Source: an optimization exercise on an open RTL-to-GDS flow (aim: small area, a short achievable clock period and few clock cycles per item). Production flows keep margins and buffers that such runs may drop.
Only simulation tests tie the RTL to the original design; equivalence was not proved.
Power figures rest on the tool's default switching activity, not on a simulated workload.

## flow/design.v

```verilog
package dwtad_pkg;
  localparam int WINDOW_DEPTH = 16;
  localparam int SAMPLE_W = 12;
  localparam int DELTA_W = SAMPLE_W + 1;
  localparam int CNT_W = $clog2(WINDOW_DEPTH + 1);
  localparam int MIN_W = 5;
  localparam int CMP_W = (CNT_W > MIN_W) ? CNT_W : MIN_W;
  localparam int IVL_W = 8;
  localparam int THR_W = 16;
  localparam int DUR_OUT_W = 12;
  localparam int DUR_W = ((CNT_W + IVL_W) > DUR_OUT_W) ? (CNT_W + IVL_W) : DUR_OUT_W;
  localparam int PROD1_W = THR_W + CNT_W;
  localparam int RHS_W = PROD1_W + IVL_W;
  localparam int LHS_W = SAMPLE_W + 6;
  localparam int CFG_IDX_W = 3;
  localparam int CFG_DATA_W = 16;
  typedef enum logic [1:0] {
    OP_PRIMARY   = 2'd0,
    OP_SECONDARY = 2'd1,
    OP_CLEAR     = 2'd2,
    OP_NONE      = 2'd3
  } op_t;
  typedef enum logic [1:0] {
    ST_NORMAL    = 2'd0,
    ST_WARM_LOAD = 2'd1,
    ST_FRIDGE    = 2'd2,
    ST_FREEZER   = 2'd3
  } anomaly_t;
  typedef enum logic [CFG_IDX_W-1:0] {
    REG_MIN_SAMPLES  = 3'd0,
    REG_POLL_IVL     = 3'd1,
    REG_SLOPE_THR    = 3'd2,
    REG_FRIDGE_LIM   = 3'd3,
    REG_FREEZER_LIM  = 3'd4
  } cfg_reg_t;
  typedef enum logic [1:0] {
    SEQ_IDLE,
    SEQ_MUL1,
    SEQ_MUL2,
    SEQ_DECIDE
  } seq_state_t;
  typedef struct packed {
    logic [CNT_W-1:0]          count;
    logic                      ready;
    logic                      over;
    logic signed [SAMPLE_W-1:0] newest;
    logic signed [DELTA_W-1:0]  delta;
  } win_status_t;
endpackage
module dwtad_cell (
  input  logic                                  clk,
  input  logic                                  shift,
  input  logic signed [dwtad_pkg::SAMPLE_W-1:0] din,
  output logic signed [dwtad_pkg::SAMPLE_W-1:0] dout
);
  logic signed [dwtad_pkg::SAMPLE_W-1:0] value;
  always_ff @(posedge clk) begin
    if (shift) begin
      value <= din;
    end
  end
  assign dout = value;
endmodule
module dwtad_window (
  input  logic                                  clk,
  input  logic                                  rst,
  input  logic                                  push,
  input  logic                                  clear,
  input  logic signed [dwtad_pkg::SAMPLE_W-1:0] sample,
  input  logic [dwtad_pkg::MIN_W-1:0]           min_samples,
  input  logic signed [dwtad_pkg::SAMPLE_W-1:0] limit,
  output dwtad_pkg::win_status_t                status
);
  localparam int DEPTH = dwtad_pkg::WINDOW_DEPTH;
  logic signed [dwtad_pkg::SAMPLE_W-1:0] tap [DEPTH];
  logic [dwtad_pkg::CNT_W-1:0]           count;
  logic [dwtad_pkg::CNT_W-1:0]           count_next;
  logic signed [dwtad_pkg::SAMPLE_W-1:0] first;
  logic signed [dwtad_pkg::SAMPLE_W-1:0] oldest;
  logic [dwtad_pkg::CMP_W-1:0]           need;
  logic                                  full;
  for (genvar k = 0; k < DEPTH; k++) begin : g_cell
    if (k == 0) begin : g_head
      dwtad_cell u_cell (.clk(clk), .shift(push), .din(sample), .dout(tap[k]));
    end else begin : g_body
      dwtad_cell u_cell (.clk(clk), .shift(push), .din(tap[k-1]), .dout(tap[k]));
    end
  end
  assign full = (count == dwtad_pkg::CNT_W'(DEPTH));
  always_comb begin
    count_next = count;
    if (clear) begin
      count_next = '0;
    end else if (push && !full) begin
      count_next = count + 1'b1;
    end
  end
  always_ff @(posedge clk) begin
    if (rst) begin
      count <= '0;
    end else begin
      count <= count_next;
    end
  end
  always_ff @(posedge clk) begin
    if (push && (count == '0)) begin
      first <= sample;
    end
  end
  assign oldest = full ? tap[DEPTH-1] : first;
  assign need = (min_samples == '0) ? dwtad_pkg::CMP_W'(1)
                                    : dwtad_pkg::CMP_W'(min_samples);
  always_comb begin
    status.count  = count;
    status.ready  = (dwtad_pkg::CMP_W'(count) >= need);
    status.newest = tap[0];
    status.delta  = {tap[0][dwtad_pkg::SAMPLE_W-1], tap[0]}
                  - {oldest[dwtad_pkg::SAMPLE_W-1], oldest};
    status.over   = (tap[0] > limit)
                 && ((count < dwtad_pkg::CNT_W'(2)) || (tap[1] > limit))
                 && ((count < dwtad_pkg::CNT_W'(3)) || (tap[2] > limit));
  end
endmodule
module dual_window_temperature_anomaly_detector (
  input  logic                                  clk,
  input  logic                                  rst,
  input  logic                                  cfg_we,
  input  logic [dwtad_pkg::CFG_IDX_W-1:0]       cfg_index,
  input  logic [dwtad_pkg::CFG_DATA_W-1:0]      cfg_data,
  input  logic                                  s_tvalid,
  output logic                                  s_tready,
  input  logic [15:0]                           s_tdata,   
  input  logic [1:0]                            s_tuser,   
  output logic                                  m_tvalid,
  input  logic                                  m_tready,
  output logic [47:0]                           m_tdata
);
  localparam int SW = dwtad_pkg::SAMPLE_W;
  logic [dwtad_pkg::MIN_W-1:0]  min_samples;
  logic [dwtad_pkg::IVL_W-1:0]  poll_interval_s;
  logic [dwtad_pkg::THR_W-1:0]  slope_threshold;
  logic signed [SW-1:0]         fridge_limit;
  logic signed [SW-1:0]         freezer_limit;
  always_ff @(posedge clk) begin
    if (rst) begin
      min_samples     <= dwtad_pkg::MIN_W'(3);
      poll_interval_s <= dwtad_pkg::IVL_W'(1);
      slope_threshold <= dwtad_pkg::THR_W'(52);
      fridge_limit    <= SW'(128);
      freezer_limit   <= SW'(-160);
    end else if (cfg_we) begin
      case (cfg_index)
        dwtad_pkg::REG_MIN_SAMPLES: min_samples     <= cfg_data[dwtad_pkg::MIN_W-1:0];
        dwtad_pkg::REG_POLL_IVL:    poll_interval_s <= cfg_data[dwtad_pkg::IVL_W-1:0];
        dwtad_pkg::REG_SLOPE_THR:   slope_threshold <= cfg_data[dwtad_pkg::THR_W-1:0];
        dwtad_pkg::REG_FRIDGE_LIM:  fridge_limit    <= cfg_data[SW-1:0];
        dwtad_pkg::REG_FREEZER_LIM: freezer_limit   <= cfg_data[SW-1:0];
        default: ;
      endcase
    end
  end
  dwtad_pkg::seq_state_t state;
  dwtad_pkg::seq_state_t state_next;
  logic                  accept;
  logic                  out_free;
  logic                  load_out;
  assign accept   = s_tvalid && s_tready;
  assign out_free = !m_tvalid || m_tready;
  always_comb begin
    state_next = state;
    case (state)
      dwtad_pkg::SEQ_IDLE:   if (s_tvalid) state_next = dwtad_pkg::SEQ_MUL1;
      dwtad_pkg::SEQ_MUL1:   state_next = dwtad_pkg::SEQ_MUL2;
      dwtad_pkg::SEQ_MUL2:   state_next = dwtad_pkg::SEQ_DECIDE;
      dwtad_pkg::SEQ_DECIDE: if (out_free) state_next = dwtad_pkg::SEQ_IDLE;
      default:               state_next = dwtad_pkg::SEQ_IDLE;
    endcase
  end
  always_comb begin
    s_tready = (state == dwtad_pkg::SEQ_IDLE);
    load_out = (state == dwtad_pkg::SEQ_DECIDE) && out_free;
  end
  always_ff @(posedge clk) begin
    if (rst) begin
      state <= dwtad_pkg::SEQ_IDLE;
    end else begin
      state <= state_next;
    end
  end
  dwtad_pkg::op_t        op;
  dwtad_pkg::op_t        in_op;
  logic signed [SW-1:0]  in_sample;
  assign in_op     = dwtad_pkg::op_t'(s_tuser);
  assign in_sample = s_tdata[SW-1:0];
  always_ff @(posedge clk) begin
    if (accept) begin
      op <= in_op;
    end
  end
  dwtad_pkg::win_status_t pst;
  dwtad_pkg::win_status_t sst;
  dwtad_window u_primary (
    .clk(clk), .rst(rst),
    .push(accept && (in_op == dwtad_pkg::OP_PRIMARY)),
    .clear(accept && (in_op == dwtad_pkg::OP_CLEAR)),
    .sample(in_sample), .min_samples(min_samples), .limit(fridge_limit),
    .status(pst)
  );
  dwtad_window u_secondary (
    .clk(clk), .rst(rst),
    .push(accept && (in_op == dwtad_pkg::OP_SECONDARY)),
    .clear(accept && (in_op == dwtad_pkg::OP_CLEAR)),
    .sample(in_sample), .min_samples(min_samples), .limit(freezer_limit),
    .status(sst)
  );
  logic [dwtad_pkg::PROD1_W-1:0] thr_cnt;
  logic [dwtad_pkg::RHS_W-1:0]   rhs;
  logic [dwtad_pkg::DUR_W-1:0]   pdur;
  logic [dwtad_pkg::DUR_W-1:0]   sdur;
  always_ff @(posedge clk) begin
    if (state == dwtad_pkg::SEQ_MUL1) begin
      thr_cnt <= dwtad_pkg::PROD1_W'(slope_threshold) * dwtad_pkg::PROD1_W'(pst.count);
      pdur    <= dwtad_pkg::DUR_W'(pst.count) * dwtad_pkg::DUR_W'(poll_interval_s);
    end
    if (state == dwtad_pkg::SEQ_MUL2) begin
      rhs  <= dwtad_pkg::RHS_W'(thr_cnt) * dwtad_pkg::RHS_W'(poll_interval_s);
      sdur <= dwtad_pkg::DUR_W'(sst.count) * dwtad_pkg::DUR_W'(poll_interval_s);
    end
  end
  dwtad_pkg::anomaly_t                anomaly;
  dwtad_pkg::anomaly_t                nxt;
  dwtad_pkg::anomaly_t                cur;
  logic                               slope_hit;
  logic                               ev_valid;
  logic                               ev_sec;
  logic signed [SW-1:0]               ev_temp;
  logic signed [dwtad_pkg::DELTA_W-1:0] ev_delta;
  logic [dwtad_pkg::DUR_OUT_W-1:0]    ev_dur;
  logic [dwtad_pkg::LHS_W-1:0]        lhs;
  assign lhs = {pst.delta[SW-1:0], 6'b0};
  assign slope_hit = !pst.delta[dwtad_pkg::DELTA_W-1] && (pst.delta != '0)
                  && (dwtad_pkg::RHS_W'(lhs) > rhs);
  always_comb begin
    nxt      = dwtad_pkg::ST_NORMAL;
    ev_temp  = '0;
    ev_delta = '0;
    ev_dur   = '0;
    ev_sec   = 1'b0;
    ev_valid = 1'b0;
    cur      = anomaly;
    if (op == dwtad_pkg::OP_CLEAR) begin
      cur = dwtad_pkg::ST_NORMAL;
    end else if (op == dwtad_pkg::OP_PRIMARY || op == dwtad_pkg::OP_SECONDARY) begin
      if (pst.ready) begin
        if (slope_hit) begin
          nxt = dwtad_pkg::ST_WARM_LOAD;
        end else if (pst.over) begin
          nxt = dwtad_pkg::ST_FRIDGE;
        end
        if (nxt != dwtad_pkg::ST_NORMAL) begin
          ev_temp  = pst.newest;
          ev_delta = pst.delta;
          ev_dur   = pdur[dwtad_pkg::DUR_OUT_W-1:0];
        end
      end
      if (nxt == dwtad_pkg::ST_NORMAL && sst.ready && sst.over) begin
        nxt     = dwtad_pkg::ST_FREEZER;
        ev_temp = sst.newest;
        ev_dur  = sdur[dwtad_pkg::DUR_OUT_W-1:0];
        ev_sec  = 1'b1;
      end
      ev_valid = (nxt != anomaly);
      cur      = nxt;
    end
    if (!ev_valid) begin
      nxt      = dwtad_pkg::ST_NORMAL;
      ev_temp  = '0;
      ev_delta = '0;
      ev_dur   = '0;
      ev_sec   = 1'b0;
    end
  end
  always_ff @(posedge clk) begin
    if (rst) begin
      anomaly <= dwtad_pkg::ST_NORMAL;
    end else if (load_out) begin
      anomaly <= cur;
    end
  end
  always_ff @(posedge clk) begin
    if (rst) begin
      m_tvalid <= 1'b0;
    end else if (load_out) begin
      m_tvalid <= 1'b1;
    end else if (m_tready) begin
      m_tvalid <= 1'b0;
    end
  end
  always_ff @(posedge clk) begin
    if (load_out) begin
      m_tdata <= {5'b0, ev_sec, ev_dur, ev_delta, ev_temp, nxt, ev_valid, cur};
    end
  end
endmodule
```

## flow/run.sh

```bash
#!/bin/bash
# synth_recipe.tcl (not shown) runs the flow's synth.tcl, then flattens the netlist and writes it again
# the make line also repeats each setting of config.mk as NAME=value (left out here)
make -C /OpenROAD-flow-scripts/flow DESIGN_CONFIG=/design/flow/config.mk WORK_HOME=/design/flow/orfs CLKGATE_MAP_FILE= SYNTH_SCRIPT=/design/flow/synth_recipe.tcl finish
```

## flow/config.mk

```make
export PLATFORM = sky130hd
export DESIGN_NAME = dual_window_temperature_anomaly_detector
export DESIGN_NICKNAME = dual_window_temperature_anomaly_detector
export VERILOG_FILES = /design/flow/design.v
export SDC_FILE = /design/flow/constraint.sdc
export NUM_CORES = 4
export LEC_CHECK = 0
export CAP_MARGIN = 20
export CORE_MARGIN = 2
export CORE_UTILIZATION = 40
export SLEW_MARGIN = 20
```

## flow/constraint.sdc

```tcl
create_clock -name core_clock -period 12.0 [get_ports {clk}]
set_input_delay 2.4000 -clock core_clock [delete_from_list [all_inputs] [get_ports {clk}]]
set_output_delay 2.4000 -clock core_clock [all_outputs]
set_load 0.01 [all_outputs]
```

==> results.txt <==
* Total power at ~0.004 W
* Synth Area in Simple Gates at 0.132
* FF-to-FF path depth at 22
* Post-DP HPWL at 43300 um
* Post-route setup slack at between 5 and 6 ns
* Overall routed net length at roughly 59000 um
* Post-CTS Setup Bufs at 0
* Adder-cell share of the synthesized area at 0.254
* VDD IR max at between 0.08 and 0.09 mV
* # diodes at 0
* Final Max Slew Viols at 0
* Post-synth EDFFs at 359
* Netlist cell types at 74
* Slew @ Worst Pin at 1.10 ns
* Gr usage total at 0.177
* Vias per cell at between 5 and 6
* Core ar. at between 60000 and 70000 um2
* Largest net degree at the start of global routing at just under 200
* H-tree levels at 2
* Area Growth Syn to Fin at 12.3%
* Post-synth ARST share at 0
* Clock Tree Buf Depth at 3
* Die Wd at 262 um
* Type of element capturing the critical path: flop
* GPL Wtd Cong at around 0.86
* WL/cell at roughly 18 um
* Worst-path fanout max at 30
* Hold Crit Endpoint: u_primary.g_cell[14].g_body.u_cell.value[11]
* Clock buffer count from CTS at 45
* CTS tree: yes
* Clock skew at about 0.047 ns
* Ports at 92
* Hold Startpoint: u_primary.g_cell[13].g_body.u_cell.value[11]
* Clk latency of the worst-skew pair at ~0.60 ns
* Area after DPL at ~28000 um2
* Most frequent cells in the layout: edfxtp_1 (359), nand2_1 (304), inv_1 (261), ha_1 (231), fa_1 (191)
* Clock root cell: clkbuf_16
* FF-to-FF Start: u_primary.count[2]
* Vias after detailed routing at approximately 17000
* Vias in the first global route at 17289
* IO buf count at 82
* Leak Pwr at 12.7 nW
* Final setup fails at 0
* Register clock-pin slew on the reported worst setup and hold paths at 0.06 ns
* Avg Inst Size Synth at 11.6 um2
* Post-route ant nets at 0
* Min Clock Period, post-route at 6.56 ns
* Crit Path Class: flop to flop
* First-pass GRT wire length at about 95000 um
* Max Cap Viol at 0
* FMAX at 153 MHz
* Xor/xnor share of the synthesized area at 0.0241
* Yosys top cell area share at 0.406
* Initial Util at 0.404
* Hold Crit Class: flop to flop
* Rows at 94
* Antenna violations before repair at 2
* DR pass1 iterations at 6
* Syn Std Cell Area at between 20000 and 30000 um2
* PD cells at about 130 nW/um2
* Ys Warns at 4
* Hold_buf cts at 0
* Worst EP arrival at 7.01 ns
* Clk sinks at about 430
* # DRC at 0
* Synth Instances at ~2300
* Proportion of layout cells with a drive suffix above 1 at 0.0458
* Die area at ~70000 um2
* Pre-CTS WS at ~5.5 ns
* Congestion Overflow GR at 0
* Setup TNS at 0 ns
* Rel. slew slack at 0.266
* Period utilization at 0.546
* Most common library cell in the layout ignoring fill and taps: edfxtp_1
* R2R setup slack at approximately 5.4 ns
* FF-to-FF End: m_tdata[31]
* Design area at ~30000 um2
* Nets@finish at ~2800
* Post-synthesis compound-gate area fraction at 0.0782
* Synth Flop Type: edfxtp_1
* Synth area leader: edfxtp_1
* Synth area leaders: edfxtp_1 (41%), fa_1 (14%), ha_1 (11%), dfxtp_1 (5.1%), nand2_1 (4.3%)
* Hold path cells at 0
* Die height at 262 um
* Final hold vios at 0
* Seq cells post-synth at about 430
* Sequential area share after synthesis at 0.458
* CP required at approximately 12 ns
* Initial DRC Count at 1261
* Fill count at between 6000 and 7000
* Largest family of logic cells by synthesized area: adder cells
* CTS resizes at 0
* Mux cell area share after synthesis at 0.00575
* RSZ-0062 raised after global routing: no
* CP startpoint kind: flop
* Status: complete, no violations
## synth_stat cells, types with 13 or more instances
library cell and number:
a21o_1 41, a21oi_1 113, a22o_1 24, and2_1 179, clkbuf_1 60, dfxtp_1 68, edfxtp_1 359, fa_1 191
ha_1 232, inv_1 261, mux2i_1 13, nand2_1 304, nand3_1 22, nand3b_1 15, nand4_1 25, nor2_1 65
nor2b_1 17, nor3_1 22, o21ai_0 26, o21bai_1 13, xnor2_1 56, xor2_1 17
## cells by family after synthesis
| group | count (synthesis) |
|---|---|
| buf+inv | 335 |
| compound gates | 308 |
| other cells | 1 |
| xor+xnor | 73 |
| fa+ha+maj | 423 |
| simple gates | 703 |
| flops | 427 |
| mux | 15 |
## state kept, by name, indices dropped and copies added, names as in the netlist, 12 cells and up
name and cells:
u_primary.first 12, rhs 29, u_primary.g_cell.g_body.u_cell.value 180, fridge_limit 12
pdur 12, u_primary.g_cell.g_head.u_cell.value 12, freezer_limit 12, thr_cnt 21
slope_threshold 16, u_secondary.g_cell.g_body.u_cell.value 24, sdur 12, m_tdata 43
u_secondary.g_cell.g_head.u_cell.value 12
## metal layers
metal / vias to the layer above / track usage / share of wire
met3: 66 / 0.0260 / 0.055
li1: 7981 / - / -
met5: - / 0 / 0
met1: 8471 / 0.261 / 0.48
met2: 364 / 0.276 / 0.45
met4: 0 / 0.0412 / 0.018
## cell type report
cell class,count,area [um2],share of cell area
flip-flops and latches,427,12100,0.407
clock buffers,60,1230,0.0414
clock inverters,24,221,0.00743
well taps,864,1080,0.0363
repair buffers,105,1000,0.0336
multi-input cells,1527,13100,0.441
inverters,261,980,0.0329
## power by group
part	switching (W)	internal, W	total (W)
Combinational	0.000403	0.000241	0.000644
Sequential	0.000120	0.00182	0.00194
Clock	0.000600	0.000756	0.00136
## how the worst max path moves through the flow
stage / end / slack [ns] / cells after the start / from
detailed placement: m_tdata[36] / 5.53 / 22 / u_primary.count[2]
finish: m_tdata[31] / 5.44 / 22 / u_primary.count[2]
global route: m_tdata[31] / 5.13 / 22 / u_primary.count[2]
global placement: m_tdata[5] / 5.62 / 22 / u_primary.count[2]
CTS: m_tdata[31] / 5.48 / 22 / u_primary.count[2]
floorplan: u_primary.first[0] / 0.53 / 3 / s_tvalid
## critical path, stage by stage, from the launching register on
cell and delay (ns):
dfxtp_1 0.29, buf_4 0.24, nor2_1 0.20, and3_1 0.18, buf_4 0.29, mux2_2 0.38, ha_1 0.21, fa_1 0.43
nor2b_1 0.22, o2111ai_1 0.28, and3b_1 0.27, nor2_1 0.31, ha_1 0.32, a21o_1 0.16, a21o_1 0.17, a221oi_1 0.36
o211ai_1 0.17, and3_4 0.23, o311a_1 0.12, a311o_1 0.41, nor4_4 0.60, buf_4 0.36, a22o_1 0.18
## per-stage QoR
stage / util / std cells / hold WS (ns)
floorplan: - / 2289 / 0.400
global placement: 0.431 / 3184 / 0.400
detailed placement: 0.431 / 3184 / 0.405
CTS: 0.453 / 3268 / 0.394
global route: 0.453 / 3268 / 0.401
finish: 0.453 / 3268 / 0.399
Testbench counts, summed over its fixed seeds: cycles 51,232, items 12,800.

-- separate check: timing with driven ports --
The results above use ideal ports. As a check the final layout listed here was re-extracted and re-timed, cells and wires unchanged.
Step 1 (the two cells are an assumption about what drives the block):
set clk [get_ports {clk}]
set_driving_cell -lib_cell sky130_fd_sc_hd__clkbuf_16 $clk
set_driving_cell -lib_cell sky130_fd_sc_hd__buf_2 [delete_from_list [all_inputs] $clk]
Step 2 moves the port delays by t, midway between the first and last clock arrival at a register: inputs arrive t later, outputs are due t later. That takes back most of the time a late clock gives input paths.
a / b / c = ideal ports / drivers / drivers and shift; a / b = the first two.
t (ns): 0.637
setup slack, ns: 5.445 / 5.445 / 5.445
hold slack, ns: 0.399 / 0.399 / 0.399
latest minus earliest clock arrival (ns): 0.047 / 0.047
After both steps this run still meets setup and hold. The setup slack of this run moves by 0.000 ns with the drivers and by 0.000 ns with both steps.
